This is an optimization exercise on Yosys and OpenROAD, whose aim is small area, not a production implementation. Where RTL was checked, it was by simulation tests only, not by an equivalence proof against the original. No functional check of the RTL was part of runs 3 to 6. Power and IR drop assume default switching activity.

==> flow/design.v <==
package displayPkg;
    localparam int coordW = 10;
    localparam int angleW = 6;
    typedef struct packed {
        logic [coordW-1:0] x;
        logic [coordW-1:0] y;
        logic              displayOn;
    } pixelT;
    typedef struct packed {
        logic [7:0] red;
        logic [7:0] green;
        logic [7:0] blue;
    } rgbT;
    typedef struct packed {
        logic [coordW-1:0] x;
        logic [coordW-1:0] y;
        logic              xNeg;
        logic              yNeg;
    } ballT;
    typedef struct packed {
        logic signed [7:0] sin;
        logic signed [7:0] cos;
    } trigT;
    localparam rgbT ball1Color = 24'hffbb00;
    localparam rgbT ball2Color = 24'hff0000;
    localparam rgbT backColor  = 24'h555555;
    localparam rgbT blankColor = 24'h000000;
endpackage
module rippleAdd
#(
    parameter int W = 8
)
(
    input  logic [W-1:0] a,
    input  logic [W-1:0] b,
    input  logic         ci,
    output logic [W-1:0] s,
    output logic         co
);
    logic [W:0] c;
    assign c[0] = ci;
    for (genvar i = 0; i < W; i++)
    begin : g_bit
        assign s[i]   = a[i] ^ b[i] ^ c[i];
        assign c[i+1] = (a[i] & b[i]) | (c[i] & (a[i] ^ b[i]));
    end
    assign co = c[W];
endmodule
module rippleCarry
#(
    parameter int W = 8
)
(
    input  logic [W-1:0] a,
    input  logic [W-1:0] b,
    input  logic         ci,
    output logic         co
);
    logic [W:0] c;
    assign c[0] = ci;
    for (genvar i = 0; i < W; i++)
    begin : g_bit
        assign c[i+1] = (a[i] & b[i]) | (a[i] & c[i]) | (b[i] & c[i]);
    end
    assign co = c[W];
endmodule
module ballDisplay
(
    input  logic        clk,
    input  logic        reset,
    input  logic        run,
    input  logic [9:0]  ballSize,
    output logic [23:0] rgb,
    output logic [9:0]  pixelX,
    output logic [9:0]  pixelY,
    output logic        displayOn,
    output logic        hSyncN,
    output logic        vSyncN
);
    logic       justReset;
    logic       xEnd;
    logic       yEnd;
    logic [9:0] xInc;
    logic [9:0] yInc;
    logic [9:0] curX;
    logic [9:0] curY;
    logic       xVis;
    logic       yVis;
    logic       onNext;
    logic       hSyncNext;
    logic       vSyncNext;
    logic       frameTick;
    rippleAdd #(.W(10)) i_xInc (.a(pixelX), .b(10'd0), .ci(1'b1), .s(xInc), .co());
    rippleAdd #(.W(10)) i_yInc (.a(pixelY), .b(10'd0), .ci(1'b1), .s(yInc), .co());
    always_comb
    begin
        xEnd = (pixelX == 10'd799);
        yEnd = (pixelY == 10'd524);
        curX = xEnd ? 10'd0 : {xInc[9:1], xInc[0] & ~justReset};
        if (!xEnd)
            curY = pixelY;
        else if (yEnd)
            curY = 10'd0;
        else
            curY = yInc;
        xVis      = !(curX[9] && (curX[8] || curX[7]));
        yVis      = !curY[9] && (curY[8:5] != 4'b1111);
        onNext    = xVis && yVis;
        hSyncNext = !((curX[9:7] == 3'b101) && (curX[6:4] != 3'b000) && (curX[6:4] != 3'b111));
        vSyncNext = !(curY[9:1] == 9'd245);
        frameTick = (curX == 10'd0) && (curY == 10'd480);
    end
    logic [9:0] b1x;
    logic [9:0] b1y;
    logic       b1xNeg;
    logic       b1yNeg;
    logic [9:0] b2x;
    logic [9:0] b2y;
    logic       b2xNeg;
    logic       b2yNeg;
    logic [5:0] angle;
    logic [5:0] angleInc;
    logic [9:0] sizeHeld;
    logic       runHeld;
    logic       initLines;
    logic       moveWin;
    logic [1:0] sel;
    logic [9:0] posSel;
    logic       negSel;
    logic       isY;
    logic [11:0] bounceQ;
    logic [11:0] bounceT;
    logic       newNeg;
    logic [9:0] newPos;
    always_comb
    begin
        initLines = (curY[9:2] == 8'd121);
        moveWin   = runHeld && (curY == 10'd480) && (curX[9:2] == 8'd1);
        sel = initLines ? {1'b1, curY[1]} : curX[1:0];
        case (sel)
            2'd0:    {negSel, posSel} = {b1xNeg, b1x};
            2'd1:    {negSel, posSel} = {b1yNeg, b1y};
            2'd2:    {negSel, posSel} = {b2xNeg, b2x};
            default: {negSel, posSel} = {b2yNeg, b2y};
        endcase
        isY = sel[0];
        bounceQ = {{2{negSel}}, posSel ^ {10{negSel}}};
    end
    logic [11:0] bounceK;
    assign bounceK = negSel ? 12'd0 : (isY ? 12'he20 : 12'hd80);
    logic [11:0] bounceQK;
    rippleAdd #(.W(12)) i_bounceK (.a(bounceQ), .b(bounceK), .ci(1'b0), .s(bounceQK), .co());
    rippleAdd #(.W(12)) i_bounceT (.a({2'b0, sizeHeld}), .b(bounceQK), .ci(1'b1), .s(bounceT), .co());
    assign newNeg = negSel ^ ~bounceT[11];
    rippleAdd #(.W(10)) i_step (.a(posSel), .b({{9{newNeg}}, 1'b1}), .ci(1'b0), .s(newPos), .co());
    rippleAdd #(.W(6)) i_angle (.a(angle), .b(6'd0), .ci(1'b1), .s(angleInc), .co());
    always_ff @(posedge clk)
    begin
        if (frameTick)
        begin
            sizeHeld <= ballSize;
            runHeld  <= run;
        end
    end
    always_ff @(posedge clk)
    begin
        if (reset)
        begin
            {b1xNeg, b1x} <= {1'b0, 10'd320};
            {b1yNeg, b1y} <= {1'b0, 10'd240};
            {b2xNeg, b2x} <= {1'b1, 10'd200};
            {b2yNeg, b2y} <= {1'b1, 10'd150};
            angle         <= 6'd0;
        end
        else if (moveWin)
        begin
            case (sel)
                2'd0:
                begin
                    {b1xNeg, b1x} <= {newNeg, newPos};
                    angle         <= angleInc;
                end
                2'd1:    {b1yNeg, b1y} <= {newNeg, newPos};
                2'd2:    {b2xNeg, b2x} <= {newNeg, newPos};
                default: {b2yNeg, b2y} <= {newNeg, newPos};
            endcase
        end
    end
    localparam logic [18:0] accA0 = 19'h79cc8;  
    localparam logic [18:0] accB0 = 19'h7b596;  
    localparam logic [111:0] sineTab = {
        7'd126, 7'd125, 7'd122, 7'd117, 7'd112, 7'd106, 7'd98, 7'd90,
        7'd81,  7'd71,  7'd60,  7'd49,  7'd37,  7'd25,  7'd12, 7'd0};
    localparam logic [111:0] cosineTab = {
        7'd12,  7'd25,  7'd37,  7'd49,  7'd60,  7'd71,  7'd81,  7'd90,
        7'd98,  7'd106, 7'd112, 7'd117, 7'd122, 7'd125, 7'd126, 7'd127};
    logic [18:0] accA;
    logic [18:0] accB;
    logic        accEn;
    logic        accX8;
    logic        accSwap;
    logic        accSubA;
    logic        accSubB;
    logic        accClr;
    logic        initGe;
    logic        initCnt;
    logic [6:0]  sinQ;
    logic [6:0]  cosQ;
    logic        pickSin;
    logic [6:0]  magA;
    logic [6:0]  magB;
    logic        negA;
    logic        negB;
    logic [9:0]  addA;
    logic [9:0]  addB;
    logic [18:0] sumA;
    logic [18:0] sumB;
    rippleCarry #(.W(9)) i_initCmp (.a(curX[8:0]), .b(~posSel[8:0]), .ci(1'b1), .co(initGe));
    always_comb
    begin
        accEn   = 1'b0;
        accX8   = 1'b0;
        accSwap = 1'b0;
        accSubA = 1'b0;
        accSubB = 1'b0;
        accClr  = 1'b0;
        initCnt = curY[0] ? posSel[9] : !initGe;
        if (yVis)
        begin
            if (xVis)
            begin
                accEn   = 1'b1;
                accSubB = 1'b1;
            end
            else if ((curX[9:7] == 3'b101) && (!curX[6] || (curX[5:4] == 2'b00)))
            begin
                accEn   = 1'b1;
                accX8   = 1'b1;
                accSubA = 1'b1;
            end
            else if (curX == 10'd799)
            begin
                accEn   = 1'b1;
                accSwap = 1'b1;
            end
        end
        else if (curY[9:2] == 8'd120)
        begin
            accClr = 1'b1;
        end
        else if (initLines)
        begin
            accEn   = !curX[9] && initCnt;
            accSwap = curY[1];
            accSubA = 1'b1;
            accSubB = curY[1];
        end
        sinQ    = sineTab[7 * angle[3:0] +: 7];
        cosQ    = cosineTab[7 * angle[3:0] +: 7];
        pickSin = angle[4] ^ accSwap;
        magA    = pickSin ? sinQ : cosQ;
        magB    = pickSin ? cosQ : sinQ;
        negA    = accEn && (angle[5] ^ (angle[4] && !accSwap) ^ accSubA);
        negB    = accEn && (angle[5] ^ (angle[4] && accSwap) ^ accSubB);
        addA    = !accEn ? 10'd0 : accX8 ? {magA, 3'd0} : {3'd0, magA};
        addB    = !accEn ? 10'd0 : accX8 ? {magB, 3'd0} : {3'd0, magB};
    end
    rippleAdd #(.W(19)) i_sumA (.a(accA), .b({{9{negA}}, addA ^ {10{negA}}}), .ci(negA), .s(sumA), .co());
    rippleAdd #(.W(19)) i_sumB (.a(accB), .b({{9{negB}}, addB ^ {10{negB}}}), .ci(negB), .s(sumB), .co());
    always_ff @(posedge clk)
    begin
        if (reset)
        begin
            accA <= accA0;
            accB <= accB0;
        end
        else if (accClr)
        begin
            accA <= 19'd0;
            accB <= 19'd0;
        end
        else
        begin
            accA <= sumA;
            accB <= sumB;
        end
    end
    logic [10:0] d1x;
    logic [10:0] d1y;
    logic        in1x;
    logic        in1y;
    logic        in2x;
    logic        in2y;
    rippleAdd #(.W(11)) i_d1x (.a({1'b0, curX}), .b(~{1'b0, b1x}), .ci(1'b1), .s(d1x), .co());
    rippleAdd #(.W(11)) i_d1y (.a({1'b0, curY}), .b(~{1'b0, b1y}), .ci(1'b1), .s(d1y), .co());
    rippleCarry #(.W(10)) i_in1x (.a(ballSize), .b(d1x[9:0] ^ {10{~d1x[10]}}), .ci(~d1x[10]), .co(in1x));
    rippleCarry #(.W(10)) i_in1y (.a(ballSize), .b(d1y[9:0] ^ {10{~d1y[10]}}), .ci(~d1y[10]), .co(in1y));
    rippleCarry #(.W(11)) i_in2x (.a({1'b0, ballSize}), .b(accA[17:7] ^ {11{~accA[18]}}), .ci(~accA[18]), .co(in2x));
    rippleCarry #(.W(11)) i_in2y (.a({1'b0, ballSize}), .b(accB[17:7] ^ {11{~accB[18]}}), .ci(~accB[18]), .co(in2y));
    logic ball1On;
    logic ball2On;
    assign ball1On = in1x && in1y;
    assign ball2On = in2x && in2y;
    logic rBall;
    logic rOrange;
    logic rGrey;
    logic rOrGrey;
    always_ff @(posedge clk)
    begin
        if (reset)
        begin
            pixelX    <= 10'd0;
            pixelY    <= 10'd0;
            justReset <= 1'b1;
            displayOn <= 1'b0;
            hSyncN    <= 1'b1;
            vSyncN    <= 1'b1;
            rBall     <= 1'b0;
            rOrange   <= 1'b0;
            rGrey     <= 1'b0;
            rOrGrey   <= 1'b0;
        end
        else
        begin
            pixelX    <= curX;
            pixelY    <= curY;
            justReset <= 1'b0;
            displayOn <= onNext;
            hSyncN    <= hSyncNext;
            vSyncN    <= vSyncNext;
            rBall     <= onNext && (ball1On || ball2On);
            rOrange   <= onNext && ball1On;
            rGrey     <= onNext && !ball1On && !ball2On;
            rOrGrey   <= onNext && (ball1On || !ball2On);
        end
    end
    assign rgb = {rBall, displayOn, rBall, displayOn, rBall, displayOn, rBall, displayOn,
                  rOrange, rGrey, rOrange, rOrGrey, rOrange, rGrey, rOrange, rOrGrey,
                  1'b0, rGrey, 1'b0, rGrey, 1'b0, rGrey, 1'b0, rGrey};
endmodule
==> flow/run.sh <==
#!/bin/bash
# synth_recipe.tcl (not shown) runs the flow's synth.tcl, then flattens the netlist and writes it again
# the make line also repeats each setting of config.mk as NAME=value (left out here)
make -C /OpenROAD-flow-scripts/flow DESIGN_CONFIG=/design/flow/config.mk WORK_HOME=/design/flow/orfs CLKGATE_MAP_FILE= SYNTH_SCRIPT=/design/flow/synth_recipe.tcl finish
==> flow/config.mk <==
export PLATFORM = sky130hd
export DESIGN_NAME = ballDisplay
export DESIGN_NICKNAME = ballDisplay
export VERILOG_FILES = /design/flow/design.v
export SDC_FILE = /design/flow/constraint.sdc
export NUM_CORES = 4
export LEC_CHECK = 0
export ABC_AREA = 1
export CAP_MARGIN = 20
export CORE_MARGIN = 2
export CORE_UTILIZATION = 40
export SLEW_MARGIN = 20
==> flow/constraint.sdc <==
create_clock -name core_clock -period 12.0 [get_ports {clk}]
set_input_delay 2.4000 -clock core_clock [delete_from_list [all_inputs] [get_ports {clk}]]
set_output_delay 2.4000 -clock core_clock [all_outputs]
set_load 0.01 [all_outputs]
==> impl_metrics.env, run 1 <==
export IMPL_root_buffer="clkbuf_16"
export IMPL_reg2reg_depth=65
export IMPL_report_final_slew_viol_count=0
export IMPL_r2r_end="accB[18]"
export IMPL_startpoint_type="register"
export IMPL_final_cell_mix="nand2_1 (219), inv_1 (168), dfxtp_1 (116)"
export IMPL_dr_first_iter_drc_count=522
export IMPL_synth_edf_count=11
export IMPL_drive_gt1_share_pct=6.988
export IMPL_cts_resized_gates=0
export IMPL_synthCells=1159
export IMPL_start_util_pct=40.68
export IMPL_ys_seq_elements=127
export IMPL_power_per_cell_area_nw_per_um2=121.4
export IMPL_ys_top_cells_by_area="dfxtp_1 (25%), fa_1 (13%), nand2_1 (9.0%)"
export IMPL_worstPathArrival_ns=11.46
export IMPL_hold_class="register to register"
export IMPL_yosysTopAreaCell="dfxtp_1"
export IMPL_p_total_uw=1265
export IMPL_fin_crit_sh_pct=92.93
export IMPL_final_common_cell="nand2_1"
export IMPL_dp_cells=1455
export IMPL_multiInputGateArea_sq_um=5538
export IMPL_critPathMaxFanout=16
export IMPL_max_cap_viol_count=0
export IMPL_tns_ns=0
export IMPL_status="no timing/DRC/antenna violations"
export IMPL_syn2layout_area_growth_pct=13.50
export IMPL_crit_top_cell="fa_1"
export IMPL_critPathKind="register to register"
export IMPL_irDropWorstVdd_v=0.00009212
export IMPL_firstDrtPassIters=6
export IMPL_rsz0062_at_grt="no"
export IMPL_clock_skew_ns=0.01025
export IMPL_worstReg2RegStart="pixelY[0]"
export IMPL_slowest_stage="fa_1"
export IMPL_layout_cells_non_filler=1487
export IMPL_hold_buffers=0
export IMPL_postCtsSetupBuffers=0
export IMPL_wire_per_inst_um=16.35
export IMPL_htree_levels=4
export IMPL_setup_viol=0
export IMPL_core_sq_um=22570
export IMPL_grt_max_degree=37
export IMPL_rrSetupSlack_ns=0.85
export IMPL_period_minus_slack_ns=11.15
export IMPL_ios=60
export IMPL_clkTransAtPathRegs_ns=0.06
export IMPL_grtUsageTotal_pct=21.29
export IMPL_vias=7586
export IMPL_numCtsBuffers=17
export IMPL_cp_slowest_stage_delay_ns=0.42
export IMPL_antenna_left=0
export IMPL_synth_avg_cell_area_sq_um=7.923
export IMPL_grt_overflow_total=0
export IMPL_gp_congestion=0.9101
export IMPL_hold_viol_final=0
export IMPL_worst_slew_pin_slew_ns=1.017
export IMPL_async_flop_share_pct=0
export IMPL_dieArea_sq_um=24180
export IMPL_crit_start="pixelY[0]"
export IMPL_min_from="accB[0]"
export IMPL_grt_pass1_wl_mm=39.94
export IMPL_fp_dieW_um=155.5
export IMPL_fp_row_count=55
export IMPL_nFillCells=2230
export IMPL_clock_latency_ns=0.42
export IMPL_whs_ns=0.4650
export IMPL_drc=0
export IMPL_cts_tree="built"
export IMPL_port_buffers=55
export IMPL_diodes=0
export IMPL_numClockSinks=127
export IMPL_fmax_mhz=89.67
export IMPL_netlist_area_sq_um=9183
export IMPL_dpl_hpwl_mm=18.51
export IMPL_relSlewSlack_pct=31.81
export IMPL_seq_area_sq_um=2653
export IMPL_yosysSeqAreaShare_pct=28.89
export IMPL_synth_ff_type="dfxtp_1"
export IMPL_whs_path_depth=2
export IMPL_p_leak_uw=0.004677
export IMPL_critPathCaptureType="register"
export IMPL_yosysWarnings=1
export IMPL_cp_required_ns=12.30
export IMPL_synthDistinctLibCells=59
export IMPL_die_height_um=155.5
export IMPL_routed_wl_mm=24.32
export IMPL_clk_path_buf_depth=2
export IMPL_grt_pass1_vias=7286
export IMPL_antenna_found_initial=0
export IMPL_synth_top_cell_area_share_pct=25.29
export IMPL_hold_path_endpoint="accB[0]"
export IMPL_viasPerCell=5.102
export IMPL_fin_nets=1306
-- critical path: cells and delay by family (launching register included) --
| kind | cells | cell delay (ns) |
|---|---|---|
| adder cells (fa/ha/maj) | 25 | 6.31 |
| AND/OR/NAND/NOR | 19 | 1.98 |
| AO/OA/AOI/OAI | 8 | 1.21 |
| buffers and inverters | 11 | 0.68 |
| XOR/XNOR | 2 | 0.48 |
| flip-flops | 1 | 0.32 |
-- registers in the layout (all words and copies together) (netlist names), 6 cells and up --
| name | cells |
|---|---|
| accA | 19 |
| accB | 19 |
| b1x | 10 |
| b1y | 10 |
| b2x | 10 |
| b2y | 10 |
| pixelX | 10 |
| pixelY | 10 |
| sizeHeld | 10 |
| angle | 6 |
-- how the worst max path moves through the flow --
stage	endpoint	slack, ns	cells after the start
floorplan	accB[18]	2.02	64
global placement	accB[18]	1.10	66
detailed placement	accB[18]	0.92	67
CTS	accB[18]	0.85	67
global route	accB[18]	0.15	65
finish	accB[18]	0.85	65
-- metal layers --
| metal | part of all wire (%) | track usage (%) |
|---|---|---|
| met5 | 0 | 0 |
| met4 | 1.2 | 5.111 |
| met3 | 6.5 | 3.510 |
| met2 | 43 | 31.88 |
| met1 | 49 | 31.96 |
-- layout make-up --
type                            count  share of cell area, %
Clock inverter                      9                  1.044
Tap cell                          285                  3.421
Inverter                          177                  6.447
Sequential cell                   127                  25.45
Clock buffer                       23                  4.502
Multi-Input combinational cell    801                  53.13
Timing Repair Buffer               65                  6.002
-- synth_stat cells, types with 3 or more instances --
master / number
o21a_1: 3
a221oi_1: 4
or2_2: 3
dfxtp_1: 116
o21ai_1: 5
xor2_1: 42
o211ai_1: 29
nor2_4: 4
a211oi_1: 6
xnor2_1: 28
maj3_1: 13
ha_1: 44
edfxtp_1: 11
nand2_4: 4
clkinv_1: 4
o21ai_0: 73
nor2_1: 93
inv_2: 3
o22ai_1: 9
nor3_1: 4
a21oi_1: 50
o221ai_1: 5
nand2_2: 14
buf_2: 3
nand2_1: 219
nand3_1: 39
buf_4: 27
nand3b_1: 4
clkbuf_1: 23
inv_1: 168
nand4_1: 9
nor2_2: 5
fa_1: 60
-- kinds of logic (layout without fill, tap and decap cells) --
| logic type | count (synthesis) | in the layout | synth area share (%) |
|---|---|---|---|
| fa+ha+maj | 117 | 117 | 20.49 |
| other cells | 1 | 4 | 0.04084 |
| compound gates | 202 | 202 | 13.26 |
| simple gates | 408 | 408 | 19.69 |
| xor+xnor | 70 | 70 | 6.677 |
| flops | 127 | 127 | 28.89 |
| buf+inv | 234 | 274 | 10.96 |
-- where the power goes --
part           total, uW  switching, uW  internal (uW)
Combinational        308            206            101
Sequential           441           5.07            436
Clock                516            198            318
-- through the flow --
step                util (%)  setup WS (ns)  area [sq um]
floorplan                  -          2.023          9194
global placement       43.60          1.095          9842
detailed placement     43.60         0.9196          9842
CTS                    46.16         0.8477         10420
global route           46.18         0.1480         10420
finish                 46.18         0.8480         10420
==> run 2: changes to the inputs <==
--- a/flow/design.v
+++ b/flow/design.v
@@ -111,80 +111,66 @@
         frameTick = (curX == 10'd0) && (curY == 10'd480);
     end
-    logic [9:0] b1x;
-    logic [9:0] b1y;
-    logic       b1xNeg;
-    logic       b1yNeg;
-    logic [9:0] b2x;
-    logic [9:0] b2y;
-    logic       b2xNeg;
-    logic       b2yNeg;
-    logic [5:0] angle;
-    logic [5:0] angleInc;
-    logic [9:0] sizeHeld;
-    logic       runHeld;
-    logic       initLines;
-    logic       moveWin;
-    logic [1:0] sel;
-    logic [9:0] posSel;
-    logic       negSel;
-    logic       isY;
+    logic [10:0] slot0;
+    logic [10:0] slot1;
+    logic [10:0] slot2;
+    logic [10:0] slot3;
+    logic [5:0]  angle;
+    logic [5:0]  angleInc;
+    logic [18:0] accA;
+    logic [18:0] accB;
+    logic        turnLines;
+    logic        turn;
+    logic        step;
+    logic        initLines;
+    logic [9:0]  pos0;
+    logic        neg0;
+    logic [9:0]  sizeHeld;
+    logic        runHeld;
     logic [11:0] bounceQ;
+    logic [11:0] bounceK;
+    logic [11:0] bounceQK;
     logic [11:0] bounceT;
-    logic       newNeg;
-    logic [9:0] newPos;
+    logic        newNeg;
+    logic [9:0]  newPos;
     always_comb
     begin
-        initLines = (curY[9:2] == 8'd121);
-        moveWin   = runHeld && (curY == 10'd480) && (curX[9:2] == 8'd1);
-        sel = initLines ? {1'b1, curY[1]} : curX[1:0];
-        case (sel)
-            2'd0:    {negSel, posSel} = {b1xNeg, b1x};
-            2'd1:    {negSel, posSel} = {b1yNeg, b1y};
-            2'd2:    {negSel, posSel} = {b2xNeg, b2x};
-            default: {negSel, posSel} = {b2yNeg, b2y};
-        endcase
-        isY = sel[0];
-        bounceQ = {{2{negSel}}, posSel ^ {10{negSel}}};
+        {neg0, pos0} = slot0;
+        {runHeld, sizeHeld} = accA[10:0];
+        turnLines = (curY[9:3] == 7'd60);
+        turn      = turnLines && (curX == 10'd799);
+        step      = turn && !curY[2] && runHeld;
+        initLines = (curY[9:1] == 9'd242);
+        bounceQ = {{2{neg0}}, pos0 ^ {10{neg0}}};
+        bounceK = neg0 ? 12'd0 : (curY[0] ? 12'he20 : 12'hd80);
     end
-    logic [11:0] bounceK;
-    assign bounceK = negSel ? 12'd0 : (isY ? 12'he20 : 12'hd80);
-    logic [11:0] bounceQK;
     rippleAdd #(.W(12)) i_bounceK (.a(bounceQ), .b(bounceK), .ci(1'b0), .s(bounceQK), .co());
     rippleAdd #(.W(12)) i_bounceT (.a({2'b0, sizeHeld}), .b(bounceQK), .ci(1'b1), .s(bounceT), .co());
-    assign newNeg = negSel ^ ~bounceT[11];
-    rippleAdd #(.W(10)) i_step (.a(posSel), .b({{9{newNeg}}, 1'b1}), .ci(1'b0), .s(newPos), .co());
+    assign newNeg = neg0 ^ (step && !bounceT[11]);
+    rippleAdd #(.W(10)) i_step (.a(pos0), .b({{9{step && newNeg}}, step}), .ci(1'b0), .s(newPos), .co());
     rippleAdd #(.W(6)) i_angle (.a(angle), .b(6'd0), .ci(1'b1), .s(angleInc), .co());
     always_ff @(posedge clk)
     begin
-        if (frameTick)
-        begin
-            sizeHeld <= ballSize;
-            runHeld  <= run;
-        end
-    end
-    always_ff @(posedge clk)
-    begin
         if (reset)
         begin
-            {b1xNeg, b1x} <= {1'b0, 10'd320};
-            {b1yNeg, b1y} <= {1'b0, 10'd240};
-            {b2xNeg, b2x} <= {1'b1, 10'd200};
-            {b2yNeg, b2y} <= {1'b1, 10'd150};
-            angle         <= 6'd0;
-        end
-        else if (moveWin)
-        begin
-            case (sel)
-                2'd0:
-                begin
-                    {b1xNeg, b1x} <= {newNeg, newPos};
-                    angle         <= angleInc;
-                end
-                2'd1:    {b1yNeg, b1y} <= {newNeg, newPos};
-                2'd2:    {b2xNeg, b2x} <= {newNeg, newPos};
-                default: {b2yNeg, b2y} <= {newNeg, newPos};
-            endcase
+            slot0 <= {1'b1, 10'd200};
+            slot1 <= {1'b1, 10'd150};
+            slot2 <= {1'b0, 10'd320};
+            slot3 <= {1'b0, 10'd240};
+            angle <= 6'd0;
+        end
+        else if (turn)
+        begin
+            slot0 <= slot1;
+            slot1 <= slot2;
+            slot2 <= slot3;
+            slot3 <= {newNeg, newPos};
+            if (curY[2:0] == 3'd0 && runHeld)
+                angle <= angleInc;
         end
     end
+    logic [9:0] b1x;
+    logic [9:0] b1y;
+    assign b1x = slot2[9:0];
+    assign b1y = slot3[9:0];
     localparam logic [18:0] accA0 = 19'h79cc8;  
     localparam logic [18:0] accB0 = 19'h7b596;  
@@ -195,6 +181,4 @@
         7'd12,  7'd25,  7'd37,  7'd49,  7'd60,  7'd71,  7'd81,  7'd90,
         7'd98,  7'd106, 7'd112, 7'd117, 7'd122, 7'd125, 7'd126, 7'd127};
-    logic [18:0] accA;
-    logic [18:0] accB;
     logic        accEn;
     logic        accX8;
@@ -204,5 +188,4 @@
     logic        accClr;
     logic        initGe;
-    logic        initCnt;
     logic [6:0]  sinQ;
     logic [6:0]  cosQ;
@@ -216,5 +199,5 @@
     logic [18:0] sumA;
     logic [18:0] sumB;
-    rippleCarry #(.W(9)) i_initCmp (.a(curX[8:0]), .b(~posSel[8:0]), .ci(1'b1), .co(initGe));
+    rippleCarry #(.W(9)) i_initCmp (.a(curX[8:0]), .b(~pos0[8:0]), .ci(1'b1), .co(initGe));
     always_comb
     begin
@@ -224,6 +207,5 @@
         accSubA = 1'b0;
         accSubB = 1'b0;
-        accClr  = 1'b0;
-        initCnt = curY[0] ? posSel[9] : !initGe;
+        accClr  = turn && (curY[2:0] == 3'd3);
         if (yVis)
         begin
@@ -245,14 +227,18 @@
             end
         end
-        else if (curY[9:2] == 8'd120)
-        begin
-            accClr = 1'b1;
-        end
         else if (initLines)
         begin
-            accEn   = !curX[9] && initCnt;
-            accSwap = curY[1];
+            if (!curX[9])
+            begin
+                accEn = !initGe;
+            end
+            else if (curX[8:6] == 3'b000)
+            begin
+                accEn = pos0[9];
+                accX8 = 1'b1;
+            end
+            accSwap = curY[0];
             accSubA = 1'b1;
-            accSubB = curY[1];
+            accSubB = curY[0];
         end
         sinQ    = sineTab[7 * angle[3:0] +: 7];
@@ -275,4 +261,9 @@
             accB <= accB0;
         end
+        else if (frameTick)
+        begin
+            accA <= {8'd0, run, ballSize};
+            accB <= 19'd0;
+        end
         else if (accClr)
         begin
==> impl_metrics.env, run 2 <==
export IMPL_slowest_stage="ha_1"
export IMPL_core_sq_um=21090
export IMPL_grt_pass1_wl_mm=34.34
export IMPL_vias=6962
export IMPL_grt_overflow_total=0
export IMPL_diodes=0
export IMPL_worstReg2RegStart="pixelY[0]"
export IMPL_fin_crit_sh_pct=88.83
export IMPL_synth_avg_cell_area_sq_um=7.856
export IMPL_irDropWorstVdd_v=0.00007335
export IMPL_firstDrtPassIters=5
export IMPL_hold_buffers=0
export IMPL_clock_skew_ns=0.008994
export IMPL_syn2layout_area_growth_pct=13.42
export IMPL_wire_per_inst_um=15.13
export IMPL_r2r_end="accB[18]"
export IMPL_crit_top_cell="fa_1"
export IMPL_critPathKind="register to register"
export IMPL_gp_congestion=0.8842
export IMPL_start_util_pct=40.94
export IMPL_synth_compound_area_share_pct=14.03
export IMPL_whs_path_depth=2
export IMPL_hold_path_endpoint="slot1[3]"
export IMPL_antenna_left=0
export IMPL_die_height_um=150.9
export IMPL_yosysMostFrequentCell="nand2_1"
export IMPL_synthCells=1099
export IMPL_cts_tree="built"
export IMPL_synth_top_cell_area_share_pct=26.90
export IMPL_ys_top_cells_by_area="dfxtp_1 (27%), fa_1 (13%), nand2_1 (8.8%)"
export IMPL_numClockSinks=116
export IMPL_setup_viol=0
export IMPL_p_leak_uw=0.004506
export IMPL_rsz0062_at_grt="no"
export IMPL_port_buffers=55
export IMPL_htree_levels=4
export IMPL_critPathMaxFanout=16
export IMPL_synthDistinctLibCells=59
export IMPL_cp_slowest_stage_delay_ns=0.49
export IMPL_grtUsageTotal_pct=19.77
export IMPL_ios=60
export IMPL_worstPathArrival_ns=10.95
export IMPL_synth_top_family_by_area="adder cells"
export IMPL_numCtsBuffers=17
export IMPL_reg2reg_depth=57
export IMPL_final_common_cell="nand2_1"
export IMPL_postCtsSetupBuffers=0
export IMPL_fp_dieW_um=150.9
export IMPL_tns_ns=0
export IMPL_async_flop_share_pct=0
export IMPL_cts_resized_gates=0
export IMPL_fmax_mhz=93.81
export IMPL_dpl_hpwl_mm=16.14
export IMPL_ys_seq_elements=116
export IMPL_cp_required_ns=12.29
export IMPL_grt_pass1_vias=6527
export IMPL_clock_latency_ns=0.43
export IMPL_whs_ns=0.4528
export IMPL_synth_edf_count=0
export IMPL_power_per_cell_area_nw_per_um2=103.6
export IMPL_routed_wl_mm=21.25
export IMPL_fin_nets=1234
export IMPL_relSlewSlack_pct=42.04
export IMPL_top_regs="accA: 19 flops, accB: 19 flops"
export IMPL_final_cell_mix="nand2_1 (202), inv_1 (160), dfxtp_1 (116)"
export IMPL_status="no timing/DRC/antenna violations"
export IMPL_dr_first_iter_drc_count=529
export IMPL_synth_xor_area_share_pct=8.522
export IMPL_critPathCaptureType="register"
export IMPL_min_from="slot1[3]"
export IMPL_antenna_found_initial=0
export IMPL_final_core_util_pct=46.43
export IMPL_synth_simple_area_share_pct=18.30
export IMPL_clkTransAtPathRegs_ns=0.06
export IMPL_startpoint_type="register"
export IMPL_dieArea_sq_um=22770
export IMPL_grt_max_degree=55
export IMPL_viasPerCell=4.959
export IMPL_yosysWarnings=1
export IMPL_synth_ff_type="dfxtp_1"
export IMPL_drive_gt1_share_pct=7.706
export IMPL_yosysTopAreaCell="dfxtp_1"
export IMPL_max_cap_viol_count=0
export IMPL_clk_path_buf_depth=2
export IMPL_rrSetupSlack_ns=1.34
export IMPL_synth_fa_ha_area_share_pct=20.38
export IMPL_period_minus_slack_ns=10.66
export IMPL_fp_row_count=53
export IMPL_report_final_slew_viol_count=0
export IMPL_netlist_area_sq_um=8633
export IMPL_synth_mux_area_share_pct=0
export IMPL_hold_class="register to register"
export IMPL_hold_viol_final=0
export IMPL_synth_commonest_cells="nand2_1 (202), inv_1 (160), dfxtp_1 (116)"
export IMPL_yosysSeqAreaShare_pct=26.90
export IMPL_worst_slew_pin_slew_ns=0.8615
export IMPL_drc=0
export IMPL_root_buffer="clkbuf_16"
-- run 2: final cells by class --
class,instances,area [sq um]
clock inverter,14,165.2
tap,275,344.1
fill,2074,11300
timing repair buffer,59,580.6
inverter,169,639.4
multi-input combinational,753,5301
clock buffer,18,439.2
sequential,116,2322
-- run 2: kinds of logic after synthesis --
kind of cell / Yosys count
AOI/OAI and AO/OA: 200
xor gates and xnor gates: 78
adders and majority gates: 106
buffers and inverters: 233
DFF: 116
other: 1
and+or+nand+nor: 365
-- run 2: report_power, final --
part / total, uW / internal [uW] / switching [uW]
combinational: 89.1 / 37.9 / 51.2
sequential: 401 / 393 / 7.21
clock: 525 / 317 / 208
total: 1010 / 749 / 266
-- run 2: stage by stage --
| stage | worst slack, ns | instances | power (uW) | cell area [sq um] |
|---|---|---|---|---|
| finish | 1.340 | 1404 | 1015 | 9792 |
| CTS | 1.336 | 1404 | 1024 | 9792 |
| detailed placement | 1.402 | 1372 | 497.6 | 9188 |
| global route | 0.5043 | 1404 | 1057 | 9792 |
| floorplan | 2.448 | 1102 | 470.1 | 8645 |
| global placement | 1.565 | 1372 | 496.4 | 9188 |
-- run 2: routing by layer --
layer | track usage (%) | vias up | wire length [um]
li1 | - | 3520 | -
met1 | 27.16 | 3219 | 10130
met2 | 30.75 | 196 | 9432
met3 | 4.910 | 27 | 1330
met4 | 5.981 | 0 | 360
met5 | 0 | - | 0
-- run 2: worst max path at each step --
stage,from,end,slack (ns)
3_5_place_dp,pixelY[0],accB[18],1.40
2_1_floorplan,pixelY[0],accB[18],2.45
4_1_cts,pixelY[0],accB[18],1.34
3_3_place_gp,pixelY[0],accB[18],1.56
5_1_grt,pixelY[0],accB[18],0.50
6_report,pixelY[0],accB[18],1.34
-- run 2: critical path: cells and delay by family (launching register included) --
kind / cells / cell delay [ns]
buffers and inverters: 14 / 1.04
DFF: 1 / 0.32
adders and majority gates: 26 / 6.65
and+or+nand+nor: 12 / 1.28
AOI/OAI and AO/OA: 4 / 1.08
xor gates and xnor gates: 1 / 0.12
==> run 3: changes to the inputs <==
--- a/flow/design.v
+++ b/flow/design.v
@@ -117,11 +117,11 @@
     logic [5:0]  angle;
     logic [5:0]  angleInc;
-    logic [18:0] accA;
-    logic [18:0] accB;
+    logic [17:0] accA;
+    logic [17:0] accB;
     logic        turnLines;
     logic        turn;
     logic        step;
     logic        initLines;
-    logic [9:0]  pos0;
+    logic [9:0]  pos0N;
     logic        neg0;
     logic [9:0]  sizeHeld;
@@ -135,5 +135,5 @@
     always_comb
     begin
-        {neg0, pos0} = slot0;
+        {neg0, pos0N} = slot0;
         {runHeld, sizeHeld} = accA[10:0];
         turnLines = (curY[9:3] == 7'd60);
@@ -141,5 +141,5 @@
         step      = turn && !curY[2] && runHeld;
         initLines = (curY[9:1] == 9'd242);
-        bounceQ = {{2{neg0}}, pos0 ^ {10{neg0}}};
+        bounceQ = {{2{neg0}}, pos0N ^ {10{~neg0}}};
         bounceK = neg0 ? 12'd0 : (curY[0] ? 12'he20 : 12'hd80);
     end
@@ -147,5 +147,5 @@
     rippleAdd #(.W(12)) i_bounceT (.a({2'b0, sizeHeld}), .b(bounceQK), .ci(1'b1), .s(bounceT), .co());
     assign newNeg = neg0 ^ (step && !bounceT[11]);
-    rippleAdd #(.W(10)) i_step (.a(pos0), .b({{9{step && newNeg}}, step}), .ci(1'b0), .s(newPos), .co());
+    rippleAdd #(.W(10)) i_step (.a(pos0N), .b({{9{step && !newNeg}}, step}), .ci(1'b0), .s(newPos), .co());
     rippleAdd #(.W(6)) i_angle (.a(angle), .b(6'd0), .ci(1'b1), .s(angleInc), .co());
     always_ff @(posedge clk)
@@ -153,8 +153,8 @@
         if (reset)
         begin
-            slot0 <= {1'b1, 10'd200};
-            slot1 <= {1'b1, 10'd150};
-            slot2 <= {1'b0, 10'd320};
-            slot3 <= {1'b0, 10'd240};
+            slot0 <= {1'b1, ~10'd200};
+            slot1 <= {1'b1, ~10'd150};
+            slot2 <= {1'b0, ~10'd320};
+            slot3 <= {1'b0, ~10'd240};
             angle <= 6'd0;
         end
@@ -169,10 +169,10 @@
         end
     end
-    logic [9:0] b1x;
-    logic [9:0] b1y;
-    assign b1x = slot2[9:0];
-    assign b1y = slot3[9:0];
-    localparam logic [18:0] accA0 = 19'h79cc8;  
-    localparam logic [18:0] accB0 = 19'h7b596;  
+    logic [9:0] b1xN;
+    logic [9:0] b1yN;
+    assign b1xN = slot2[9:0];
+    assign b1yN = slot3[9:0];
+    localparam logic [17:0] accA0 = 18'h39cc8;  
+    localparam logic [17:0] accB0 = 18'h3b596;  
     localparam logic [111:0] sineTab = {
         7'd126, 7'd125, 7'd122, 7'd117, 7'd112, 7'd106, 7'd98, 7'd90,
@@ -197,7 +197,7 @@
     logic [9:0]  addA;
     logic [9:0]  addB;
-    logic [18:0] sumA;
-    logic [18:0] sumB;
-    rippleCarry #(.W(9)) i_initCmp (.a(curX[8:0]), .b(~pos0[8:0]), .ci(1'b1), .co(initGe));
+    logic [17:0] sumA;
+    logic [17:0] sumB;
+    rippleCarry #(.W(9)) i_initCmp (.a(curX[8:0]), .b(pos0N[8:0]), .ci(1'b1), .co(initGe));
     always_comb
     begin
@@ -235,5 +235,5 @@
             else if (curX[8:6] == 3'b000)
             begin
-                accEn = pos0[9];
+                accEn = !pos0N[9];
                 accX8 = 1'b1;
             end
@@ -252,6 +252,6 @@
         addB    = !accEn ? 10'd0 : accX8 ? {magB, 3'd0} : {3'd0, magB};
     end
-    rippleAdd #(.W(19)) i_sumA (.a(accA), .b({{9{negA}}, addA ^ {10{negA}}}), .ci(negA), .s(sumA), .co());
-    rippleAdd #(.W(19)) i_sumB (.a(accB), .b({{9{negB}}, addB ^ {10{negB}}}), .ci(negB), .s(sumB), .co());
+    rippleAdd #(.W(18)) i_sumA (.a(accA), .b({{8{negA}}, addA ^ {10{negA}}}), .ci(negA), .s(sumA), .co());
+    rippleAdd #(.W(18)) i_sumB (.a(accB), .b({{8{negB}}, addB ^ {10{negB}}}), .ci(negB), .s(sumB), .co());
     always_ff @(posedge clk)
     begin
@@ -263,11 +263,11 @@
         else if (frameTick)
         begin
-            accA <= {8'd0, run, ballSize};
-            accB <= 19'd0;
+            accA <= {7'd0, run, ballSize};
+            accB <= 18'd0;
         end
         else if (accClr)
         begin
-            accA <= 19'd0;
-            accB <= 19'd0;
+            accA <= 18'd0;
+            accB <= 18'd0;
         end
         else
@@ -278,15 +278,17 @@
     end
     logic [10:0] d1x;
-    logic [10:0] d1y;
+    logic [9:0]  d1y;
+    logic        in1yLow;
     logic        in1x;
     logic        in1y;
     logic        in2x;
     logic        in2y;
-    rippleAdd #(.W(11)) i_d1x (.a({1'b0, curX}), .b(~{1'b0, b1x}), .ci(1'b1), .s(d1x), .co());
-    rippleAdd #(.W(11)) i_d1y (.a({1'b0, curY}), .b(~{1'b0, b1y}), .ci(1'b1), .s(d1y), .co());
+    rippleAdd #(.W(11)) i_d1x (.a({1'b0, curX}), .b({1'b1, b1xN}), .ci(1'b1), .s(d1x), .co());
+    rippleAdd #(.W(10)) i_d1y (.a({1'b0, curY[8:0]}), .b({1'b1, b1yN[8:0]}), .ci(1'b1), .s(d1y), .co());
     rippleCarry #(.W(10)) i_in1x (.a(ballSize), .b(d1x[9:0] ^ {10{~d1x[10]}}), .ci(~d1x[10]), .co(in1x));
-    rippleCarry #(.W(10)) i_in1y (.a(ballSize), .b(d1y[9:0] ^ {10{~d1y[10]}}), .ci(~d1y[10]), .co(in1y));
-    rippleCarry #(.W(11)) i_in2x (.a({1'b0, ballSize}), .b(accA[17:7] ^ {11{~accA[18]}}), .ci(~accA[18]), .co(in2x));
-    rippleCarry #(.W(11)) i_in2y (.a({1'b0, ballSize}), .b(accB[17:7] ^ {11{~accB[18]}}), .ci(~accB[18]), .co(in2y));
+    rippleCarry #(.W(9)) i_in1y (.a(ballSize[8:0]), .b(d1y[8:0] ^ {9{~d1y[9]}}), .ci(~d1y[9]), .co(in1yLow));
+    assign in1y = ballSize[9] || in1yLow;
+    rippleCarry #(.W(10)) i_in2x (.a(ballSize), .b(accA[16:7] ^ {10{~accA[17]}}), .ci(~accA[17]), .co(in2x));
+    rippleCarry #(.W(10)) i_in2y (.a(ballSize), .b(accB[16:7] ^ {10{~accB[17]}}), .ci(~accB[17]), .co(in2y));
     logic ball1On;
     logic ball2On;
--- a/flow/config.mk
+++ b/flow/config.mk
@@ -10,3 +10,5 @@
 export CORE_MARGIN = 2
 export CORE_UTILIZATION = 40
+export CTS_BUF_LIST = sky130_fd_sc_hd__clkbuf_4
+export CTS_CLUSTER_SIZE = 30
 export SLEW_MARGIN = 20
==> impl_metrics.env, run 3 <==
export IMPL_period_minus_slack_ns=11.28
export IMPL_synthDistinctLibCells=59
export IMPL_ys_seq_elements=114
export IMPL_final_cell_area_sq_um=9203
export IMPL_irDropWorstVdd_v=0.00005082
export IMPL_synth_avg_cell_area_sq_um=7.928
export IMPL_critPathKind="register to register"
export IMPL_fin_nets=1190
export IMPL_crit_top_cell="fa_1"
export IMPL_tns_ns=0
export IMPL_clk_path_buf_depth=2
export IMPL_die_height_um=148.8
export IMPL_fp_dieW_um=148.8
export IMPL_fp_row_count=52
export IMPL_worstPathArrival_ns=11.71
export IMPL_power_per_cell_area_nw_per_um2=82.18
export IMPL_cp_required_ns=12.42
export IMPL_dr_first_iter_drc_count=478
export IMPL_fmax_mhz=88.62
export IMPL_synth_edf_count=0
export IMPL_grt_pass1_vias=6302
export IMPL_slowest_stage="fa_1"
export IMPL_cp_slowest_stage_delay_ns=0.42
export IMPL_synthCells=1058
export IMPL_clock_latency_ns=0.55
export IMPL_hold_buffers=0
export IMPL_viasPerCell=4.977
export IMPL_whs_path_depth=2
export IMPL_grt_pass1_wl_mm=33.23
export IMPL_yosysWarnings=1
export IMPL_report_final_slew_viol_count=0
export IMPL_clkTransAtPathRegs_ns=0.11
export IMPL_vias=6759
export IMPL_wire_per_inst_um=14.87
export IMPL_final_cell_mix="nand2_1 (208), inv_1 (121), dfxtp_1 (114)"
export IMPL_rsz0062_at_grt="no"
export IMPL_grtUsageTotal_pct=19.29
export IMPL_worst_slew_pin_slew_ns=0.7129
export IMPL_synth_ff_type="dfxtp_1"
export IMPL_drive_gt1_share_pct=8.280
export IMPL_async_flop_share_pct=0
export IMPL_dieArea_sq_um=22140
export IMPL_yosysSeqAreaShare_pct=27.21
export IMPL_yosysMostFrequentCell="nand2_1"
export IMPL_final_common_cell="nand2_1"
export IMPL_antenna_found_initial=1
export IMPL_antenna_left=0
export IMPL_synth_top_cell_area_share_pct=27.21
export IMPL_dpl_hpwl_mm=15.34
export IMPL_grt_max_degree=55
export IMPL_numCtsBuffers=17
export IMPL_syn2layout_area_growth_pct=9.711
export IMPL_p_leak_uw=0.004212
export IMPL_netlist_area_sq_um=8388
export IMPL_reg2reg_depth=47
export IMPL_critPathCaptureType="register"
export IMPL_htree_levels=4
export IMPL_critPathMaxFanout=18
export IMPL_status="no timing/DRC/antenna violations"
export IMPL_port_buffers=55
export IMPL_relSlewSlack_pct=51.97
export IMPL_postCtsSetupBuffers=0
export IMPL_numClockSinks=114
export IMPL_grt_overflow_total=0
export IMPL_core_sq_um=20430
export IMPL_top_regs="accA: 18 flops, accB: 18 flops"
export IMPL_gp_congestion=0.8772
export IMPL_clock_skew_ns=0.01678
export IMPL_max_cap_viol_count=0
export IMPL_hold_viol_final=0
export IMPL_fin_crit_sh_pct=94.03
export IMPL_dpl_cell_area_sq_um=8936
export IMPL_hold_class="register to register"
export IMPL_ios=60
export IMPL_root_buffer="clkbuf_4"
export IMPL_startpoint_type="register"
export IMPL_firstDrtPassIters=5
export IMPL_setup_viol=0
export IMPL_cts_tree="built"
export IMPL_ys_top_cells_by_area="dfxtp_1 (27%), fa_1 (14%), nand2_1 (9.3%)"
export IMPL_synth_commonest_cells="nand2_1 (208), inv_1 (121), dfxtp_1 (114)"
export IMPL_drc=0
export IMPL_start_util_pct=41.06
export IMPL_cts_resized_gates=0
export IMPL_yosysTopAreaCell="dfxtp_1"
export IMPL_routed_wl_mm=20.20
-- run 3: cell types whose count changed after synthesis, sizes merged, moves of 5 or more --
cell / delta
inv: -34
xor2: -24
xnor2: +20
nand2: +18
nor2: +16
a21oi: -12
or2: -10
a211oi: +7
nand3: -7
o211ai: -6
a32o: +5
nor3: -5
o32ai: -5
-- run 3: through the flow --
step / total power [uW] / hold slack (ns) / utilization, % / worst slack (ns) / cells
global placement: 489.5 / 0.4292 / 43.74 / 0.9604 / 1326
detailed placement: 490.3 / 0.4362 / 43.74 / 0.7566 / 1326
finish: 756.3 / 0.4483 / 45.05 / 0.7163 / 1358
global route: 799.5 / 0.4742 / 45.05 / 0.08544 / 1358
CTS: 769.9 / 0.4569 / 45.01 / 0.6408 / 1357
floorplan: 463.9 / 0.4206 / - / 1.616 / 1061
-- run 3: cell families after synthesis --
kind of cell | after synthesis | synth area share, %
fa+ha+maj | 103 | 20.44
simple gates | 377 | 19.67
compound gates | 188 | 13.81
buf+inv | 201 | 10.65
other cells | 1 | 0.04471
flops | 114 | 27.21
xor+xnor | 74 | 8.174
-- run 3: critical path, delay by kind of cell, from the launching register on --
kind,cells,cell delay (ns)
AOI/OAI and AO/OA,7,1.20
xor gates and xnor gates,2,0.35
adders and majority gates,25,7.76
buffers and inverters,6,0.71
DFF,1,0.34
and+or+nand+nor,7,0.78
-- run 3: area by class of cell --
cell class,instances,area (sq um)
clock inverters,12,117.6
repair buffers,58,568.0
multi-input cells,746,5224
fillers,2088,11230
well taps,270,337.8
flip-flops and latches,114,2282
clock buffers,19,142.6
inverters,138,528.0
diodes,1,2.502
-- run 3: worst paths after layout --
path | start | end | slack, ns
max reg2reg | pixelY[0] | accA[17] | 0.72
max | pixelY[0] | accA[17] | 0.72
min | slot1[7] | slot0[7] | 0.45
min reg2reg | slot1[7] | slot0[7] | 0.45
-- run 3: layer usage --
layer | track usage [%] | up-vias | wire length [um]
met4 | 4.857 | 0 | 286
met2 | 29.40 | 144 | 8875
met1 | 28.14 | 3189 | 10190
li1 | - | 3406 | -
met3 | 3.761 | 20 | 840
met5 | 0 | - | 0
-- run 3: report_power, final --
part	internal, uW	switching, uW
logic	38.8	46.7
registers	386	9.45
clock network	124	151
==> run 4: changes to the inputs <==
--- a/flow/config.mk
+++ b/flow/config.mk
@@ -11,4 +11,5 @@
 export CORE_UTILIZATION = 40
 export CTS_BUF_LIST = sky130_fd_sc_hd__clkbuf_4
-export CTS_CLUSTER_SIZE = 30
+export CTS_CLUSTER_DIAMETER = 200
+export CTS_CLUSTER_SIZE = 60
 export SLEW_MARGIN = 20
==> impl_metrics.env, run 4 <==
export IMPL_status="no timing/DRC/antenna violations"
export IMPL_dp_cells=1326
export IMPL_hold_viol_final=0
export IMPL_fp_row_count=52
export IMPL_yosysSeqAreaShare_pct=27.21
export IMPL_synth_ff_type="dfxtp_1"
export IMPL_rsz0062_at_grt="no"
export IMPL_gp_congestion=0.8772
export IMPL_cts_tree="built"
export IMPL_synth_avg_cell_area_sq_um=7.928
export IMPL_clock_skew_ns=0.01678
export IMPL_critPathCaptureType="register"
export IMPL_numCtsBuffers=17
export IMPL_synth_edf_count=0
export IMPL_grtUsageTotal_pct=19.29
export IMPL_grt_overflow_total=0
export IMPL_clkTransAtPathRegs_ns=0.11
export IMPL_startpoint_type="register"
export IMPL_antenna_left=0
export IMPL_power_per_cell_area_nw_per_um2=82.18
export IMPL_layout_cells_non_filler=1358
export IMPL_p_leak_uw=0.004212
export IMPL_crit_start="pixelY[0]"
export IMPL_period_minus_slack_ns=11.28
export IMPL_drc=0
export IMPL_max_cap_viol_count=0
export IMPL_final_common_cell="nand2_1"
export IMPL_final_cell_mix="nand2_1 (208), inv_1 (121), dfxtp_1 (114)"
export IMPL_post_place_ws_ns=0.7566
export IMPL_crit_top_cell="fa_1"
export IMPL_drive_gt1_share_pct=8.280
export IMPL_start_util_pct=41.06
export IMPL_synth_top_cell_area_share_pct=27.21
export IMPL_worstPathArrival_ns=11.71
export IMPL_netlist_area_sq_um=8388
export IMPL_vias=6759
export IMPL_htree_levels=4
export IMPL_fin_ws_ns=0.7163
export IMPL_worstReg2RegStart="pixelY[0]"
export IMPL_clock_latency_ns=0.55
export IMPL_dpl_hpwl_mm=15.34
export IMPL_postCtsSetupBuffers=0
export IMPL_nFillCells=2088
export IMPL_dr_first_iter_drc_count=478
export IMPL_dpl_cell_area_sq_um=8936
export IMPL_report_final_slew_viol_count=0
export IMPL_die_height_um=148.8
export IMPL_antenna_found_initial=1
export IMPL_core_sq_um=20430
export IMPL_tns_ns=0
export IMPL_routed_wl_mm=20.20
export IMPL_cp_slowest_stage_delay_ns=0.42
export IMPL_hold_buffers=0
export IMPL_cp_required_ns=12.42
export IMPL_final_cell_area_sq_um=9203
export IMPL_clk_path_buf_depth=2
export IMPL_irDropWorstVdd_v=0.00005082
export IMPL_ys_top_cells_by_area="dfxtp_1 (27%), fa_1 (14%), nand2_1 (9.3%)"
export IMPL_port_buffers=55
export IMPL_wire_per_inst_um=14.87
export IMPL_dieArea_sq_um=22140
export IMPL_yosysMostFrequentCell="nand2_1"
export IMPL_cts_resized_gates=0
export IMPL_async_flop_share_pct=0
export IMPL_relSlewSlack_pct=51.97
export IMPL_synthCells=1058
export IMPL_yosysTopAreaCell="dfxtp_1"
export IMPL_grt_pass1_wl_mm=33.23
export IMPL_hold_class="register to register"
export IMPL_grt_pass1_vias=6302
export IMPL_firstDrtPassIters=5
export IMPL_numClockSinks=114
export IMPL_critPathKind="register to register"
export IMPL_fmax_mhz=88.62
export IMPL_min_from="slot1[7]"
export IMPL_slowest_stage="fa_1"
export IMPL_viasPerCell=4.977
export IMPL_setup_viol=0
export IMPL_synth_commonest_cells="nand2_1 (208), inv_1 (121), dfxtp_1 (114)"
export IMPL_ys_seq_elements=114
export IMPL_worst_slew_pin_slew_ns=0.7129
export IMPL_fin_nets=1190
export IMPL_yosysWarnings=1
export IMPL_fin_crit_sh_pct=94.03
export IMPL_critPathMaxFanout=18
export IMPL_synthDistinctLibCells=59
export IMPL_syn2layout_area_growth_pct=9.711
export IMPL_grt_max_degree=55
export IMPL_root_buffer="clkbuf_4"
export IMPL_fp_dieW_um=148.8
export IMPL_ios=60
export IMPL_top_regs="accA: 18 flops, accB: 18 flops"
run 4: cell counts after synthesis:
Identical to the previous run, type by type.
run 4: per-layer routing:
layer / vias up / share of wire, % / GRT usage (%)
li1: 3406 / - / -
met1: 3189 / 50 / 28.14
met2: 144 / 44 / 29.40
met3: 20 / 4.2 / 3.761
met4: 0 / 1.4 / 4.857
met5: - / 0 / 0
run 4: worst paths after layout:
path,end,slack [ns],cells after the start
max reg2reg,accA[17],0.72,47
max,accA[17],0.72,47
min reg2reg,slot0[7],0.45,2
min,slot0[7],0.45,2
run 4: cell type report:
class / count / area, sq um / area share, %
flip-flops and latches: 114 / 2282 / 24.80
diodes: 1 / 2.502 / 0.02719
well taps: 270 / 337.8 / 3.671
multi-input cells: 746 / 5224 / 56.76
inverters: 138 / 528.0 / 5.738
repair buffers: 58 / 568.0 / 6.173
clock buffers: 19 / 142.6 / 1.550
clock inverters: 12 / 117.6 / 1.278
run 4: cells by family after synthesis:
kind of cell / Yosys count / synth area share (%)
simple gates: 377 / 19.67
buf+inv: 201 / 10.65
compound gates: 188 / 13.81
flops: 114 / 27.21
fa+ha+maj: 103 / 20.44
xor+xnor: 74 / 8.174
other cells: 1 / 0.04471
run 4: through the flow:
step	utilization [%]	power (uW)	hold WS, ns
after detailed placement	43.74	490.3	0.4362
after CTS	45.01	769.9	0.4569
after global routing	45.05	799.5	0.4742
final	45.05	756.3	0.4483
after floorplan	-	463.9	0.4206
after global placement	43.74	489.5	0.4292
run 4: where the power goes:
group,leakage (uW),internal [uW],switching (uW)
Clock,0.000138,124,151
Sequential,0.000925,386,9.45
Combinational,0.00315,38.8,46.7
Total,0.00421,549,207
run 4: worst max-delay path, delay by kind of cell, from the launching register on:
| family | cells | cell delay (ns) |
|---|---|---|
| adder cells (fa/ha/maj) | 25 | 7.76 |
| AO/OA/AOI/OAI | 7 | 1.20 |
| buffers and inverters | 6 | 0.71 |
| AND/OR/NAND/NOR | 7 | 0.78 |
| flip-flops | 1 | 0.34 |
| XOR/XNOR | 2 | 0.35 |
==> run 5: changes to the inputs <==
--- a/flow/config.mk
+++ b/flow/config.mk
@@ -10,6 +10,4 @@
 export CORE_MARGIN = 2
 export CORE_UTILIZATION = 40
-export CTS_BUF_LIST = sky130_fd_sc_hd__clkbuf_4
-export CTS_CLUSTER_DIAMETER = 200
-export CTS_CLUSTER_SIZE = 60
+export CTS_BUF_LIST = sky130_fd_sc_hd__clkbuf_4 sky130_fd_sc_hd__clkbuf_8
 export SLEW_MARGIN = 20
==> impl_metrics.env, run 5 <==
export IMPL_htree_levels=4
export IMPL_layout_cells_non_filler=1357
export IMPL_setup_viol=0
export IMPL_clk_path_buf_depth=2
export IMPL_report_final_slew_viol_count=0
export IMPL_hold_class="register to register"
export IMPL_antenna_found_initial=0
export IMPL_slowest_stage="fa_1"
export IMPL_final_common_cell="nand2_1"
export IMPL_root_buffer="clkbuf_8"
export IMPL_top_regs="accA: 18 flops, accB: 18 flops"
export IMPL_fin_nets=1190
export IMPL_status="no timing/DRC/antenna violations"
export IMPL_numCtsBuffers=17
export IMPL_gp_congestion=0.8772
export IMPL_ys_seq_elements=114
export IMPL_relSlewSlack_pct=52.53
export IMPL_viasPerCell=4.919
export IMPL_clock_skew_ns=0.01070
export IMPL_irDropWorstVdd_v=0.00006570
export IMPL_hold_viol_final=0
export IMPL_antenna_left=0
export IMPL_fmax_mhz=88.12
export IMPL_cp_slowest_stage_delay_ns=0.42
export IMPL_yosysWarnings=1
export IMPL_fin_crit_sh_pct=94.56
export IMPL_yosysSeqAreaShare_pct=27.21
export IMPL_cts_resized_gates=0
export IMPL_p_leak_uw=0.004278
export IMPL_netlist_area_sq_um=8388
export IMPL_routed_wl_mm=20.20
export IMPL_synth_avg_cell_area_sq_um=7.928
export IMPL_clock_latency_ns=0.45
export IMPL_period_minus_slack_ns=11.35
export IMPL_firstDrtPassIters=4
export IMPL_rsz0062_at_grt="no"
export IMPL_core_sq_um=20430
export IMPL_grt_pass1_vias=6311
export IMPL_r2r_end="accA[17]"
export IMPL_syn2layout_area_growth_pct=11.38
export IMPL_start_util_pct=41.06
export IMPL_critical_path_top_delay_family="adder cells"
export IMPL_ys_top_cells_by_area="dfxtp_1 (27%), fa_1 (14%), nand2_1 (9.3%)"
export IMPL_fp_row_count=52
export IMPL_worst_slew_pin_slew_ns=0.7046
export IMPL_postCtsSetupBuffers=0
export IMPL_synth_ff_type="dfxtp_1"
export IMPL_dieArea_sq_um=22140
export IMPL_dpl_cell_area_sq_um=8936
export IMPL_grt_overflow_total=0
export IMPL_reg2reg_depth=47
export IMPL_max_cap_viol_count=0
export IMPL_synth_edf_count=0
export IMPL_clkTransAtPathRegs_ns=0.07
export IMPL_grtUsageTotal_pct=19.26
export IMPL_tns_ns=0
export IMPL_drc=0
export IMPL_dpl_hpwl_mm=15.34
export IMPL_dr_first_iter_drc_count=459
export IMPL_yosysTopAreaCell="dfxtp_1"
export IMPL_rrSetupSlack_ns=0.65
export IMPL_worstPathArrival_ns=11.66
export IMPL_fp_dieW_um=148.8
export IMPL_startpoint_type="register"
export IMPL_cp_required_ns=12.31
export IMPL_critPathCaptureType="register"
export IMPL_hold_path_endpoint="slot0[7]"
export IMPL_power_per_cell_area_nw_per_um2=91.31
export IMPL_crit_top_cell="fa_1"
export IMPL_diodes=0
export IMPL_hold_buffers=0
export IMPL_async_flop_share_pct=0
export IMPL_final_cell_area_sq_um=9343
export IMPL_synth_top_cell_area_share_pct=27.21
export IMPL_port_buffers=55
export IMPL_yosysMostFrequentCell="nand2_1"
export IMPL_critPathKind="register to register"
export IMPL_critPathMaxFanout=18
export IMPL_min_from="slot1[7]"
export IMPL_synth_commonest_cells="nand2_1 (208), inv_1 (121), dfxtp_1 (114)"
export IMPL_vias=6675
export IMPL_path_buf_inv=6
export IMPL_ios=60
export IMPL_final_cell_mix="nand2_1 (208), inv_1 (121), dfxtp_1 (114)"
export IMPL_numClockSinks=114
export IMPL_grt_max_degree=55
export IMPL_wire_per_inst_um=14.89
export IMPL_cts_tree="built"
export IMPL_worstReg2RegStart="pixelY[0]"
export IMPL_dp_cells=1326
export IMPL_drive_gt1_share_pct=8.556
export IMPL_die_height_um=148.8
export IMPL_p_total_uw=853.1
export IMPL_synthDistinctLibCells=59
export IMPL_synthCells=1058
export IMPL_whs_path_depth=2
export IMPL_grt_pass1_wl_mm=33.22
[run 5: worst min-delay path: cells and delay by family, from the launching register on]
family                 cells  cell delay (ns)
AOI/OAI and AO/OA          1             0.05
buffers and inverters      1             0.04
DFF                        1             0.31
[run 5: layer usage]
metal	track usage, %	wire, um
met1	27.84	10320
met2	29.38	8762
met4	5.714	340
met3	3.578	779
met5	0	0
[run 5: per-stage QoR]
stage          util (%)  worst slack (ns)  hold slack [ns]
4_1_cts           45.73            0.6501           0.4476
3_3_place_gp      43.74            0.9604           0.4292
5_1_grt           45.73          0.002510           0.4692
6_report          45.73            0.6522           0.4463
2_1_floorplan         -             1.616           0.4206
3_5_place_dp      43.74            0.7566           0.4362
[run 5: worst max-delay path by stage]
stage                         start  endpoint  slack [ns]  cells after the start
after floorplan           pixelY[0]  accA[17]        1.62                     47
after global placement    pixelY[0]  accA[17]        0.96                     47
after detailed placement  pixelY[0]  accA[17]        0.76                     47
after CTS                 pixelY[0]  accA[17]        0.65                     47
after global routing      pixelY[0]  accA[17]       0.003                     47
final                     pixelY[0]  accA[17]        0.65                     47
[run 5: where the power goes]
group,switching [uW],internal [uW]
clock network,162,210
registers,9.45,387
logic,46.8,38.9
[run 5: area by class of cell]
cell class	count	area, sq um
Timing Repair Buffer	58	568.0
Sequential cell	114	2282
Clock buffer	23	304.0
Fill cell	2065	11090
Inverter	138	524.3
Multi-Input combinational cell	746	5224
Tap cell	270	337.8
Clock inverter	8	102.6
[run 5: kinds of logic after synthesis]
kind of cell    count (synthesis)  share of synthesized area (%)
other cells                     1                        0.04471
compound gates                188                          13.81
simple gates                  377                          19.67
xor+xnor                       74                          8.174
buf+inv                       201                          10.65
flops                         114                          27.21
fa+ha+maj                     103                          20.44
==> run 6: changes to the inputs <==
==> flow/flow/run.sh (new file) <==
#!/bin/bash
# The standard layout (the standard.sh: standard synthesis, floorplan, placement, CTS,
# routing, finish) with three ORFS settings changed:
# * the buffer that placement puts on every input and output port is the smallest buffer,
#   sky130_fd_sc_hd__buf_1, instead of the one buffer_ports picks itself (every port still gets
#   its own buffer);
# * clock tree synthesis builds the tree from clkbuf_4 and adds no dummy load cells;
# * the repair after global routing downsizes cells off the critical paths (RECOVER_POWER).
set -euo pipefail
export BUFFER_PORTS_ARGS="-buffer_cell sky130_fd_sc_hd__buf_1"
export CTS_ARGS="-sink_clustering_enable -repair_clock_nets -buf_list sky130_fd_sc_hd__clkbuf_4 -dont_use_dummy_load"
export RECOVER_POWER=100
bash standard.sh finish > standard_flow.log 2>&1
==> flow/standard.sh (new file) <==
#!/bin/bash
# synth_recipe.tcl (not shown) runs the flow's synth.tcl, then flattens the netlist and writes it again
# the make line also repeats each setting of config.mk as NAME=value (left out here)
make -C /OpenROAD-flow-scripts/flow DESIGN_CONFIG=/design/flow/config.mk WORK_HOME=/design/flow/orfs CLKGATE_MAP_FILE= SYNTH_SCRIPT=/design/flow/synth_recipe.tcl "${@:-finish}"
--- a/flow/config.mk
+++ b/flow/config.mk
@@ -10,4 +10,5 @@
 export CORE_MARGIN = 2
 export CORE_UTILIZATION = 40
-export CTS_BUF_LIST = sky130_fd_sc_hd__clkbuf_4 sky130_fd_sc_hd__clkbuf_8
+export CTS_BUF_LIST = sky130_fd_sc_hd__clkbuf_4
+export CTS_CLUSTER_SIZE = 30
 export SLEW_MARGIN = 20
removed: flow/run.sh
==> impl_metrics.env, run 6 <==
export IMPL_vias=6607
export IMPL_status="failed layout checks"
export IMPL_layout_cells_non_filler=1344
export IMPL_whs_ns=0.4532
export IMPL_antenna_left=0
export IMPL_drive_gt1_share_pct=6.524
export IMPL_grt_overflow_total=0
export IMPL_power_per_cell_area_nw_per_um2=76.00
export IMPL_rsz0062_at_grt="no"
export IMPL_clkPwrFrac_pct=28.7
export IMPL_p_leak_uw=0.003983
export IMPL_fp_dieW_um=148.8
export IMPL_p_sw_uw=180.6
export IMPL_final_cell_mix="nand2_1 (210), inv_1 (123), dfxtp_1 (114)"
export IMPL_irDropWorstVdd_v=0.00004502
export IMPL_cts_resized_gates=0
export IMPL_hold_class="register to register"
export IMPL_die_height_um=148.8
export IMPL_synth_edf_count=0
export IMPL_start_util_pct=41.06
export IMPL_fin_crit_sh_pct=93.67
export IMPL_routed_wl_mm=19.32
export IMPL_clkTransAtPathRegs_ns=0.11
export IMPL_dpl_hpwl_mm=14.78
export IMPL_core_sq_um=20430
export IMPL_final_common_cell="nand2_1"
export IMPL_clock_latency_ns=0.56
export IMPL_synth_avg_cell_area_sq_um=7.928
export IMPL_yosysTopAreaCell="dfxtp_1"
export IMPL_numClockSinks=114
export IMPL_ios=60
export IMPL_crit_end="accA[17]"
export IMPL_synthCells=1058
export IMPL_critPathKind="register to register"
export IMPL_top_regs="accA: 18 flops, accB: 18 flops"
export IMPL_ys_top_cells_by_area="dfxtp_1 (27%), fa_1 (14%), nand2_1 (9.3%)"
export IMPL_syn2layout_area_growth_pct=3.684
export IMPL_cp_slowest_stage_delay_ns=0.41
export IMPL_relSlewSlack_pct=-63.32
export IMPL_slowest_stage="fa_1"
export IMPL_startpoint_type="register"
export IMPL_grt_pass1_wl_mm=31.23
export IMPL_period_minus_slack_ns=11.24
export IMPL_firstDrtPassIters=5
export IMPL_clock_skew_ns=0.06084
export IMPL_p_seq_share_pct=59.9
export IMPL_critPathMaxFanout=18
export IMPL_dieArea_sq_um=22140
export IMPL_comb_power_share_pct=11.5
export IMPL_wire_per_inst_um=14.38
export IMPL_max_cap_viol_count=2
export IMPL_setup_viol=0
export IMPL_fin_nets=1190
export IMPL_viasPerCell=4.916
export IMPL_report_final_slew_viol_count=106
export IMPL_htree_levels=4
export IMPL_antenna_found_initial=1
export IMPL_synthDistinctLibCells=59
export IMPL_fmax_mhz=88.97
export IMPL_critPathCaptureType="register"
export IMPL_fp_row_count=52
export IMPL_netlist_area_sq_um=8388
export IMPL_crit_start="pixelY[0]"
export IMPL_root_buffer="clkbuf_4"
export IMPL_p_sw_share_pct=27.33
export IMPL_synth_ff_type="dfxtp_1"
export IMPL_yosysSeqAreaShare_pct=27.21
export IMPL_p_int_uw=480.4
export IMPL_async_flop_share_pct=0
export IMPL_grtUsageTotal_pct=18.11
export IMPL_gp_congestion=0.8700
export IMPL_drc=0
export IMPL_port_buffers=55
export IMPL_worst_slew_pin_slew_ns=2.450
export IMPL_numCtsBuffers=17
export IMPL_hold_viol_final=0
export IMPL_worstPathArrival_ns=11.67
export IMPL_hold_buffers=0
export IMPL_r2r_end="accA[17]"
export IMPL_dp_cells=1326
export IMPL_yosysWarnings=1
export IMPL_worstReg2RegStart="pixelY[0]"
export IMPL_rrSetupSlack_ns=0.76
export IMPL_cp_required_ns=12.43
export IMPL_yosysMostFrequentCell="nand2_1"
export IMPL_cts_tree="built"
export IMPL_synth_commonest_cells="nand2_1 (208), inv_1 (121), dfxtp_1 (114)"
export IMPL_postCtsSetupBuffers=0
export IMPL_dr_first_iter_drc_count=431
export IMPL_synth_top_cell_area_share_pct=27.21
export IMPL_crit_top_cell="fa_1"
export IMPL_grt_max_degree=55
export IMPL_tns_ns=0
export IMPL_clk_path_buf_depth=2
export IMPL_grt_pass1_vias=5993
export IMPL_so_violations="max-capacitance violations, max-slew violations"
export IMPL_ys_seq_elements=114
export IMPL_reg2reg_depth=47
==> run 6: cell counts after synthesis <==
Identical to the previous run, type by type.
==> run 6: how the worst min path moves through the flow <==
| stage | start | endpoint | slack, ns | cells after the start |
|---|---|---|---|---|
| global placement | slot1[7] | slot0[7] | 0.43 | 2 |
| floorplan | slot1[7] | slot0[7] | 0.42 | 2 |
| global route | slot1[7] | slot0[7] | 0.48 | 2 |
| CTS | slot1[5] | slot0[5] | 0.46 | 2 |
| detailed placement | slot1[5] | slot0[5] | 0.44 | 2 |
| finish | slot1[7] | slot0[7] | 0.45 | 2 |
==> run 6: power by group through the flow <==
stage | Combinational, uW | Clock [uW] | Sequential [uW]
after floorplan | 62.0 | 0 | 402
after global placement | 75.6 | 0 | 405
after detailed placement | 75.6 | 0 | 405
after CTS | 76.1 | 198 | 396
after global routing | 88.6 | 213 | 397
final | 75.8 | 190 | 396
==> run 6: critical path: cells and delay by family, from the launching register on <==
kind | cells | cell delay (ns)
adder cells (fa/ha/maj) | 25 | 7.64
AO/OA/AOI/OAI | 7 | 1.21
AND/OR/NAND/NOR | 7 | 0.78
buffers and inverters | 6 | 0.75
XOR/XNOR | 2 | 0.36
flip-flops | 1 | 0.34
==> run 6: final cells by class <==
class / instances / area (sq um)
Clock buffer: 17 / 127.6
Inverter: 138 / 520.5
Timing Repair Buffer: 58 / 222.7
Tap cell: 270 / 337.8
Antenna cell: 1 / 2.502
Multi-Input combinational cell: 746 / 5204
Sequential cell: 114 / 2282
Fill cell: 2101 / 11730
==> run 6: stage by stage <==
step                worst slack [ns]  util, %  instance area, sq um  total power (uW)
floorplan                      1.616        -                  8399             463.9
global placement              0.9881    42.09                  8598             480.1
detailed placement            0.8866    42.09                  8598             480.2
CTS                           0.7841    42.71                  8726             669.7
global route                 0.03571    42.57                  8697             699.1
finish                        0.7598    42.57                  8697             661.0
==> run 6: cells by family (layout without fill, tap and decap cells) <==
group | Yosys count | in the layout | synth area share, %
simple gates | 377 | 377 | 19.67
buf+inv | 201 | 213 | 10.65
compound gates | 188 | 188 | 13.81
flops | 114 | 114 | 27.21
fa+ha+maj | 103 | 103 | 20.44
xor+xnor | 74 | 74 | 8.174
other cells | 1 | 5 | 0.04471
==> run 6: metal layers <==
layer / track usage (%) / vias to the layer above / share of wire [%]
met5: 0 / - / 0
met4: 5.143 / 0 / 1.6
met3: 3.792 / 22 / 4.2
met2: 27.64 / 131 / 43
met1: 26.01 / 3061 / 51
li1: - / 3393 / -

Re-timed with assumed drivers on the ports (clkbuf_16 on the clock, buf_2 on other inputs), run 6 has 0.760 ns of setup slack against 0.760 ns with ideal ports, and 0.760 ns once port delays also move by the mid clock arrival of 0.562 ns.
